Context: an optimization exercise on an open-source flow, tuned for small area and a short achievable clock period. The choices shown serve that exercise and are no tape-out recipe. Only simulation tests tie the RTL to the original design; equivalence was not proved. Power and IR drop assume default switching activity.

--- flow/run.sh ---
#!/bin/bash
# synth_recipe.tcl (not shown) runs the flow's synth.tcl, then flattens the netlist and writes it again
# the make line also repeats each setting of config.mk as NAME=value (left out here)
make -C /OpenROAD-flow-scripts/flow DESIGN_CONFIG=/design/flow/config.mk WORK_HOME=/design/flow/orfs CLKGATE_MAP_FILE= SYNTH_SCRIPT=/design/flow/synth_recipe.tcl finish
--- flow/design.v ---
`default_nettype none
module data_mem_sized #(
  parameter int DEPTH     = 64,   
  parameter int ADDR_W    = 8,    
  parameter int LATENCY   = 1,    
  parameter int INIT_MODE = 1     
) (
  input  logic              clk,
  input  logic              rst,
  input  logic              req_valid,
  output logic              req_ready,
  input  logic              req_we,
  input  logic [1:0]        req_size,
  input  logic              req_unsigned,
  input  logic [ADDR_W-1:0] req_addr,
  input  logic [31:0]       req_wdata,
  output logic              resp_valid,
  output logic [31:0]       resp_rdata,
  output logic              resp_err,
  output logic              init_busy
);
  localparam int IDX_W = $clog2(DEPTH);
  localparam int CNT_W = (LATENCY > 1) ? $clog2(LATENCY) : 1;
  localparam logic [ADDR_W:0]  DEPTH_A  = (ADDR_W+1)'(DEPTH);
  localparam logic [IDX_W-1:0] LAST_IDX = IDX_W'(DEPTH - 1);
  typedef enum logic [1:0] {
    S_INIT = 2'd0,
    S_IDLE = 2'd1,
    S_WAIT = 2'd2
  } state_t;
  logic [31:0] mem_q [DEPTH];
  state_t             state_q,      state_d;
  logic [IDX_W-1:0]   init_idx_q,   init_idx_d;
  logic [CNT_W-1:0]   cnt_q,        cnt_d;
  logic               req_ready_q,  req_ready_d;
  logic               resp_valid_q, resp_valid_d;
  logic [31:0]        resp_rdata_q, resp_rdata_d;
  logic               resp_err_q,   resp_err_d;
  logic               init_busy_q,  init_busy_d;
  logic [31:0]        pend_rdata_q, pend_rdata_d;
  logic               pend_err_q,   pend_err_d;
  logic               accept;
  logic               req_err;
  logic [ADDR_W:0]    word_num;
  logic [IDX_W-1:0]   word_idx;
  logic [31:0]        rd_word;
  logic [7:0]         rd_byte;
  logic [15:0]        rd_half;
  logic [31:0]        load_data;
  logic [31:0]        result;
  logic [31:0]        init_word;
  logic               mem_we;
  logic [IDX_W-1:0]   mem_idx;
  logic [3:0]         mem_mask;
  logic [31:0]        mem_wdata;
  assign accept   = (state_q == S_IDLE) && req_ready_q && req_valid;
  assign word_num = {1'b0, req_addr} >> 2;
  assign word_idx = req_addr[IDX_W+1:2];
  always_comb begin
    req_err = 1'b0;
    case (req_size)
      2'b00:   req_err = 1'b0;
      2'b01:   req_err = req_addr[0];
      2'b10:   req_err = |req_addr[1:0];
      default: req_err = 1'b1;
    endcase
    if (word_num >= DEPTH_A) req_err = 1'b1;
    rd_word = mem_q[word_idx];
    rd_byte = 8'(rd_word >> {req_addr[1:0], 3'b000});
    rd_half = req_addr[1] ? rd_word[31:16] : rd_word[15:0];
    case (req_size)
      2'b00:   load_data = req_unsigned ? {24'b0, rd_byte} : {{24{rd_byte[7]}}, rd_byte};
      2'b01:   load_data = req_unsigned ? {16'b0, rd_half} : {{16{rd_half[15]}}, rd_half};
      default: load_data = rd_word;
    endcase
    result = (req_we || req_err) ? 32'b0 : load_data;
  end
  assign init_word = (INIT_MODE != 0) ? (32'(init_idx_q) & 32'h0000_001F) : 32'b0;
  always_comb begin
    mem_we    = 1'b0;
    mem_idx   = init_idx_q;
    mem_mask  = 4'hF;
    mem_wdata = init_word;
    if (state_q == S_INIT) begin
      mem_we = 1'b1;
    end else if (accept && req_we && !req_err) begin
      mem_we  = 1'b1;
      mem_idx = word_idx;
      case (req_size)
        2'b00: begin
          mem_mask  = 4'b0001 << req_addr[1:0];
          mem_wdata = {4{req_wdata[7:0]}};
        end
        2'b01: begin
          mem_mask  = req_addr[1] ? 4'b1100 : 4'b0011;
          mem_wdata = {2{req_wdata[15:0]}};
        end
        default: begin
          mem_mask  = 4'b1111;
          mem_wdata = req_wdata;
        end
      endcase
    end
  end
  always_comb begin
    state_d      = state_q;
    init_idx_d   = init_idx_q;
    cnt_d        = cnt_q;
    req_ready_d  = req_ready_q;
    resp_valid_d = 1'b0;
    resp_rdata_d = resp_rdata_q;
    resp_err_d   = resp_err_q;
    init_busy_d  = init_busy_q;
    pend_rdata_d = pend_rdata_q;
    pend_err_d   = pend_err_q;
    case (state_q)
      S_INIT: begin
        init_idx_d = init_idx_q + 1'b1;
        if (init_idx_q == LAST_IDX) begin
          state_d     = S_IDLE;
          init_busy_d = 1'b0;
          req_ready_d = 1'b1;
        end
      end
      S_IDLE: begin
        if (accept) begin
          if (LATENCY == 1) begin
            resp_valid_d = 1'b1;
            resp_rdata_d = result;
            resp_err_d   = req_err;
          end else begin
            state_d      = S_WAIT;
            req_ready_d  = 1'b0;
            cnt_d        = CNT_W'(LATENCY - 1);
            pend_rdata_d = result;
            pend_err_d   = req_err;
          end
        end
      end
      S_WAIT: begin
        cnt_d = cnt_q - 1'b1;
        if (cnt_q == CNT_W'(1)) begin
          state_d      = S_IDLE;
          req_ready_d  = 1'b1;
          resp_valid_d = 1'b1;
          resp_rdata_d = pend_rdata_q;
          resp_err_d   = pend_err_q;
        end
      end
      default: begin
        state_d     = S_INIT;
        init_idx_d  = '0;
        req_ready_d = 1'b0;
        init_busy_d = 1'b1;
      end
    endcase
  end
  always_ff @(posedge clk) begin
    if (rst) begin
      state_q      <= S_INIT;
      init_idx_q   <= '0;
      cnt_q        <= '0;
      req_ready_q  <= 1'b0;
      resp_valid_q <= 1'b0;
      resp_rdata_q <= 32'b0;
      resp_err_q   <= 1'b0;
      init_busy_q  <= 1'b1;
      pend_rdata_q <= 32'b0;
      pend_err_q   <= 1'b0;
    end else begin
      state_q      <= state_d;
      init_idx_q   <= init_idx_d;
      cnt_q        <= cnt_d;
      req_ready_q  <= req_ready_d;
      resp_valid_q <= resp_valid_d;
      resp_rdata_q <= resp_rdata_d;
      resp_err_q   <= resp_err_d;
      init_busy_q  <= init_busy_d;
      pend_rdata_q <= pend_rdata_d;
      pend_err_q   <= pend_err_d;
    end
  end
  always_ff @(posedge clk) begin
    if (!rst && mem_we) begin
      for (int b = 0; b < 4; b++) begin
        if (mem_mask[b]) mem_q[mem_idx][8*b +: 8] <= mem_wdata[8*b +: 8];
      end
    end
  end
  assign req_ready  = req_ready_q;
  assign resp_valid = resp_valid_q;
  assign resp_rdata = resp_rdata_q;
  assign resp_err   = resp_err_q;
  assign init_busy  = init_busy_q;
endmodule
`default_nettype wire
--- flow/config.mk ---
export PLATFORM = sky130hd
export DESIGN_NAME = data_mem_sized
export DESIGN_NICKNAME = data_mem_sized
export VERILOG_FILES = /design/flow/design.v
export SDC_FILE = /design/flow/constraint.sdc
export NUM_CORES = 4
export LEC_CHECK = 0
export CAP_MARGIN = 20
export CORE_MARGIN = 2
export CORE_UTILIZATION = 30
export PLACE_DENSITY = 0.4
export SLEW_MARGIN = 20
--- flow/constraint.sdc ---
create_clock -name core_clock -period 8.0 [get_ports {clk}]
set_input_delay 1.6000 -clock core_clock [delete_from_list [all_inputs] [get_ports {clk}]]
set_output_delay 1.6000 -clock core_clock [all_outputs]
set_load 0.01 [all_outputs]
==> flow_summary_export.csv, run 1 <==
group,metric,value,unit
yosys,synthFlopType,"edfxtp_1",
yosys,synth_top_cell_by_area,"edfxtp_1",
setup_path,crit_start,"req_addr[1]",
place,dpl.hpwl,175,mm
sta,fin_setup_tns,0,ns
sta,skew,0.0542,ns
finish,area_growth,16.4,%
drt,dr.pass1.iters,6,
setup_path,critPathKind,"input pin to register",
cts,clock_path_buffers,3,
setup_path,cp_slowest_stage_delay,1.00,ns
cts,cts-root-buf,"clkbuf_16",
setup_path,cp_top_family,"simple AND/OR/NAND/NOR gates",
run,maxCapViolations,0,
die,initial_core_util,0.302,
yosys,synth_edf_count,2048,
cts,cts.sinks,2090,
setup_path,worst_ep_required_time,8.49,ns
sta,grt_setup_unrepaired,"false",
yosys,synth_most_common_cell,"edfxtp_1",
yosys,syn_inst,3975,
cts,cts_buffers,224,
place,place_congestion,0.841,
setup_path,end_kind,"register",
sta,fin_crit,6.03,ns
cts,ctsResizeCount,0,
die,core_area,271000,sq um
worst_hold_path,worst_hold_path_type,"register to register",
drt,via_count,41100,
yosys,syn_area,81800,sq um
drt,drc,0,
setup_path,path_cells,"clkdlybuf4s50_1 -> o21a_1 -> o21ai_0 -> nand3_4 -> mux2_2 -> nor2_1 -> nand2_1 -> nor2_1",
cts,cts_setup_buffers,0,
sta,drv_slew,0,
yosys,synthTopCellsByCount,"edfxtp_1, mux4_2, nor2_1",
yosys,synth_area_leaders,"edfxtp_1, mux4_2, mux2i_1, nor2_1, a22oi_1",
die,die_h,526,microns
global_routing,grt.total_usage,0.193,
cts,clk_latency,0.89,ns
finish,multi_input_area,18600,sq um
setup_path,cp_max_fo,37,
cts,cts_tree,"yes",
global_routing,grt_pass1_vias,42500,
sta,max_freq,166,MHz
power_and_ir_drop,p_leak,33.5,nW
sta,finalSetupViolCount,0,
yosys,synth.avg_cell_area,20.6,sq um
drt,wl_per_cell,33.8,microns
die,row_count,191,
outcome,outcome,"complete, no violations",
cts,path_clk_slew,0.06,ns
yosys,synth-async-reset-ratio,0,
yosys,synthesis.nets,4023,
setup_path,rr_startpoint,"state_q[0]",
global_routing,grt_first_pass_wirelength,369,mm
drt,drt_iter0_drc,3981,
global_routing,grt_max_degree,77,
finish,regArea,62300,sq um
finish,nFillCells,25400,
sta,worst_pin_slew,1.12,ns
finish,final_nets,4261,
sta,maxSlewHeadroom,0.249,
sta,finalCritPeriodShare,0.754,
cts,postCtsHoldBufs,0,
die,dieWidth,526,microns
finish,drive_above_1_share,0.243,
setup_path,cp.arrival,6.52,ns
yosys,synth_top_area_frac,0.752,
power_and_ir_drop,irDropWorstVdd,0.219,mV
worst_hold_path,hp-start,"resp_rdata_q[26]",
global_routing,antenna_found_initial,19,
setup_path,path_buf_inv,1,
cts,cts.htree.levels,4,
drt,wirelength,270,mm
finish,fin_cells,7989,
setup_path,crit_path_frequent_cell,"nor2_1",
drt,ant_nets,0,
power_and_ir_drop,powerDensity,244,nW/um^2
setup_path,critPathLaunchType,"input pin",
yosys,synth-seq-cells,2090,
place,portBuffers,82,
drt,via_per_inst,5.14,
die,io_pins,83,
sta,finalHoldViolations,0,
place,dp_cells,7556,
yosys,ys.warnings.count,1,
die,die_area,277000,sq um
yosys,synth-seq-area-share,0.762,
setup_path,critPathSlowestCell,"nor2_1",
global_routing,grt-ovfl-total,0,
yosys,synth.distinct_cells,55,
## sequential cells by signal, indices dropped and copies added, names as in the netlist
register	count
resp_err_q	1
state_q	1
init_busy_q	1
resp_valid_q	1
init_idx_q	6
mem_q	2048
resp_rdata_q	32
## metal layers
metal | vias up | wire (microns) | global-route usage | part of all wire
li1 | 17000 | - | - | -
met1 | 22500 | 117000 | 0.259 | 0.43
met2 | 1243 | 131000 | 0.316 | 0.48
met3 | 357 | 14300 | 0.0389 | 0.053
met4 | 8 | 8140 | 0.0584 | 0.030
met5 | - | 54 | 0 | 0.00020
## layout by cell type (no fill, tap or decap), types with 25 or more instances in the layout
master | netlist | final
a21oi_1 | 92 | 84
a22oi_1 | 126 | 126
buf_4 | 27 | 147
clkbuf_1 | 140 | 60
clkbuf_16 | 0 | 226
clkdlybuf4s50_1 | 0 | 75
clkinv_1 | 3 | 49
clkinv_2 | 0 | 32
dfxtp_1 | 42 | 42
edfxtp_1 | 2048 | 2048
mux2i_1 | 152 | 152
mux4_2 | 511 | 511
nand2_1 | 138 | 135
nor2_1 | 327 | 305
nor2b_1 | 29 | 25
## cells by family after synthesis
group                    share of synthesized area
AO/OA/AOI/OAI                               0.0304
buffers and inverters                       0.0146
AND/OR/NAND/NOR                             0.0302
multiplexers                                 0.162
flip-flops                                   0.762
adder cells (fa/ha/maj)                   0.000153
XOR/XNOR                                  0.000428
## stage by stage
step                      cell area (sq um)   util  total power, mW  setup WS, ns  hold slack [ns]
final                                 95200  0.351             23.3          1.97            0.484
after global routing                  95200  0.351             23.9          1.96            0.505
after CTS                             95200  0.351             23.5          2.21            0.488
after detailed placement              87800  0.324             13.1          1.26            0.472
after global placement                87700  0.324             13.1          1.33            0.472
after floorplan                       81800      -             12.6          2.17            0.497
## report_power, final
group          total [mW]  leakage [nW]  switching (mW)  internal (mW)
clock                10.5          3.55            4.46           6.00
sequential           11.9          22.7          0.0102           11.9
combinational       0.891          7.30           0.594          0.297
## worst register-to-register path, delay by kind of cell (launching register included)
family	cells	cell delay [ns]
DFF	1	0.76
muxes	1	0.55
and+or+nand+nor	5	3.26
## cell type report
class,count,share of cell area
well taps,3570,0.0469
clock buffers,291,0.0625
diodes,11,0.000289
repair buffers,248,0.0245
inverters,16,0.000631
multi-input cells,1633,0.196
clock inverters,130,0.0149
flip-flops and latches,2090,0.655
## final timing paths
kind | end | slack [ns] | cells past startpoint
worst max register to register | mem_q[40][29] | 3.05 | 6
worst min-delay path | resp_rdata_q[26] | 0.48 | 1
worst min register to register | resp_rdata_q[26] | 0.48 | 1
worst max-delay path | mem_q[40][29] | 1.97 | 8
==> run 2, diff against run 1 <==
--- a/flow/config.mk
+++ b/flow/config.mk
@@ -9,4 +9,5 @@
 export CORE_MARGIN = 2
 export CORE_UTILIZATION = 30
 export PLACE_DENSITY = 0.4
+export SETUP_SLACK_MARGIN = 4
 export SLEW_MARGIN = 20
==> flow_summary_export.csv, run 2 <==
group,metric,value,unit
finish,fin_area,99800,sq um
sta,worst_pin_slew,1.11,ns
sta,grt_setup_unrepaired,"true",
sta,fin_setup_tns,0,ns
setup_path,cp.arrival,4.60,ns
setup_path,rr_startpoint,"state_q[0]",
sta,finalCritPeriodShare,0.511,
power_and_ir_drop,irDropWorstVdd,0.203,mV
yosys,ys.warnings.count,1,
yosys,synth_area_leaders,"edfxtp_1, mux4_2, mux2i_1, nor2_1, a22oi_1",
finish,regArea,62300,sq um
place,placedInstanceArea,89500,sq um
finish,drive_above_1_share,0.342,
setup_path,cp_top_family,"buffers and inverters",
run,maxCapViolations,0,
cts,cts-root-buf,"clkbuf_16",
power_and_ir_drop,p_leak,35.2,nW
yosys,synth.distinct_cells,55,
setup_path,path_cells,"clkdlybuf4s50_1 -> buf_4 -> o21a_1 -> o21ai_2 -> nand3_4 -> buf_12 -> mux2i_4 -> and2_4 -> nand2_2 -> buf_4 -> nor2_4",
sta,drv_slew,0,
sta,skew,0.0265,ns
yosys,synth.area.mux_share,0.162,
setup_path,reg2reg_slack,4.66,ns
finish,largest_register_ffs,2048,
die,die_h,526,microns
yosys,synthXorXnorAreaFrac,0.000428,
cts,cts_tree,"yes",
sta,fin_hold_ws,0.490,ns
sta,max_freq,245,MHz
die,io_pins,83,
finish,final_nets,4351,
setup_path,cp_slowest_stage_delay,0.40,ns
drt,ant_nets,0,
drt,drc,0,
yosys,synth_most_common_cell,"edfxtp_1",
yosys,yosys.area_share.simple,0.0302,
global_routing,grt_max_degree,65,
worst_hold_path,worst_hold_path_type,"register to register",
yosys,synth_top_cell_by_area,"edfxtp_1",
cts,clock_path_buffers,3,
setup_path,end_kind,"register",
finish,area_growth,21.9,%
yosys,syn_inst,3975,
place,place_congestion,0.797,
setup_path,critPathLaunchType,"input pin",
global_routing,use_met1,0.283,
setup_path,critPathKind,"input pin to register",
finish,nFillCells,24800,
drt,dr.pass1.iters,5,
drt,via_per_inst,5.18,
yosys,synthTopCellsByCount,"edfxtp_1, mux4_2, nor2_1",
drt,wirelength,290,mm
global_routing,antenna_found_initial,10,
sta,finalSetupViolCount,0,
worst_hold_path,min_path_cells,1,
global_routing,grt.total_usage,0.206,
yosys,synth-seq-area-share,0.762,
die,initial_core_util,0.302,
global_routing,gr-usage-met3,0.0365,
cts,cts_buffers,231,
die,dieWidth,526,microns
sta,finalHoldViolations,0,
global_routing,grt.busiest_layer,"met2",
place,dpl.hpwl,178,mm
setup_path,cp_max_fo,12,
die,die_area,277000,sq um
sta,setup_slack,3.92,ns
yosys,synth.avg_cell_area,20.6,sq um
drt,wl_per_cell,36.0,microns
finish,final_util,0.368,
finish,top_register,"mem_q",
finish,final_common_cell,"edfxtp_1",
setup_path,path_buf_inv,4,
outcome,outcome,"complete, no violations",
setup_path,crit_path_frequent_cell,"buf_4",
yosys,synthAdderAreaFrac,0.000153,
setup_path,critPathSlowestCell,"clkdlybuf4s50_1",
cts,cts.htree.levels,4,
worst_hold_path,hp-start,"resp_rdata_q[31]",
yosys,synth-seq-cells,2090,
global_routing,grt_first_pass_wirelength,388,mm
yosys,synth_top_family_by_area,"multiplexers",
die,row_count,191,
setup_path,rr_endpoint,"mem_q[27][7]",
finish,largest_registers,"mem_q (2048), resp_rdata_q (32), init_idx_q (6)",
setup_path,worst_r2r_path_depth,8,
die,core_area,271000,sq um
finish,final_cell_mix,"edfxtp_1, mux4_2, nor2_4",
sta,maxSlewHeadroom,0.260,
yosys,synth-async-reset-ratio,0,
global_routing,grt_pass1_vias,42600,
finish,multi_input_area,21500,sq um
drt,drt_iter0_drc,4255,
yosys,syn_area,81800,sq um
setup_path,worst_ep_required_time,8.52,ns
place,portBuffers,82,
yosys,synthesis.nets,4023,
place,pre_cts_ws,1.77,ns
worst_hold_path,holdPathEnd,"resp_rdata_q[31]",
drt,via_count,41800,
power_and_ir_drop,powerDensity,236,nW/um^2
yosys,synth_edf_count,2048,
yosys,synthFlopType,"edfxtp_1",
yosys,synth_top_area_frac,0.752,
global_routing,grt-ovfl-total,0,
yosys,synth-compound-area-share,0.0304,
cts,cts.sinks,2090,
cts,clk_latency,0.85,ns
sta,fin_crit,4.08,ns
cts,path_clk_slew,0.06,ns
global_routing,use_met2,0.334,
## run 2: cell counts after synthesis
Identical to the previous run, type by type.
## run 2: through the flow
stage | cells | total power [mW]
final | 8070 | 23.5
after global routing | 8065 | 24.2
after CTS | 8001 | 23.8
after detailed placement | 7498 | 13.1
after global placement | 7498 | 13.1
after floorplan | 3975 | 12.8
## run 2: cell type report
| class | instances | area share |
|---|---|---|
| flip-flops and latches | 2090 | 0.625 |
| well taps | 3570 | 0.0448 |
| repair buffers | 316 | 0.0397 |
| inverters | 16 | 0.000602 |
| diodes | 7 | 0.000176 |
| clock inverters | 130 | 0.0123 |
| clock buffers | 293 | 0.0618 |
| multi-input cells | 1648 | 0.216 |
## run 2: power breakdown
group / leakage, nW / total, mW / internal, mW / switching [mW]
registers: 22.7 / 11.9 / 11.9 / 0.0107
logic: 8.88 / 1.11 / 0.389 / 0.719
clock network: 3.62 / 10.5 / 6.09 / 4.43
total: 35.2 / 23.5 / 18.4 / 5.16
## run 2: logic make-up after synthesis
logic type / after synthesis
flip-flops: 2090
AND/OR/NAND/NOR: 583
buffers and inverters: 252
XOR/XNOR: 4
AO/OA/AOI/OAI: 360
multiplexers: 685
adder cells (fa/ha/maj): 1
## run 2: worst max path at each step
stage	start	endpoint	slack, ns	depth (start not counted)
2_1_floorplan	req_size[1]	mem_q[0][15]	3.74	10
3_3_place_gp	req_size[0]	mem_q[59][20]	1.85	8
3_5_place_dp	req_size[0]	mem_q[59][21]	1.77	8
4_1_cts	req_addr[1]	mem_q[20][1]	3.93	10
5_1_grt	req_addr[2]	resp_rdata_q[26]	3.93	11
6_report	req_addr[1]	mem_q[27][7]	3.92	11
## run 2: what timing repair did
item / 4_1_cts / 5_1_grt
pin swaps: 30 / 44
endpoints found under the setup margin: 3923 / 1384
buffers inserted: 60 / 52
hold buffers: 0 / 0
resized for setup: 147 / 39
gates cloned: 20 / 9
## run 2: per-layer routing
layer / part of all wire / wire length (microns)
met1: 0.44 / 127000
met4: 0.029 / 8330
met2: 0.48 / 140000
met3: 0.051 / 14900
met5: 0.000045 / 13

what the ideal ports hide:
The results above use ideal ports. As a check the final layouts listed here were re-extracted and re-timed, cells and wires unchanged.
Step 1 assumes that a clkbuf_16 drives the clock port and a buf_2 every other input.
Step 2 moves the port delays by t, midway between the first and last clock arrival at a register: inputs arrive t later, outputs are due t later. That takes back most of the time a late clock gives input paths.
Three values: ideal ports, drivers, drivers and shift; two values: the first two.
run	t, ns	setup slack, ns	latest minus earliest clock arrival (ns)	slew at the worst register clock pin (ns)	pins driven straight from the clock port
run 1	0.947	1.971 / 2.036 / 1.090	0.054 / 0.055	0.07 / 0.07	1
run 2	0.941	3.915 / 3.720 / 2.779	0.033 / 0.033	0.07 / 0.07	1
After both steps setup and hold are still met in every run listed. For run 2, which loses most, drivers alone change the setup slack by -0.195 ns; drivers and shift together by -1.136 ns.
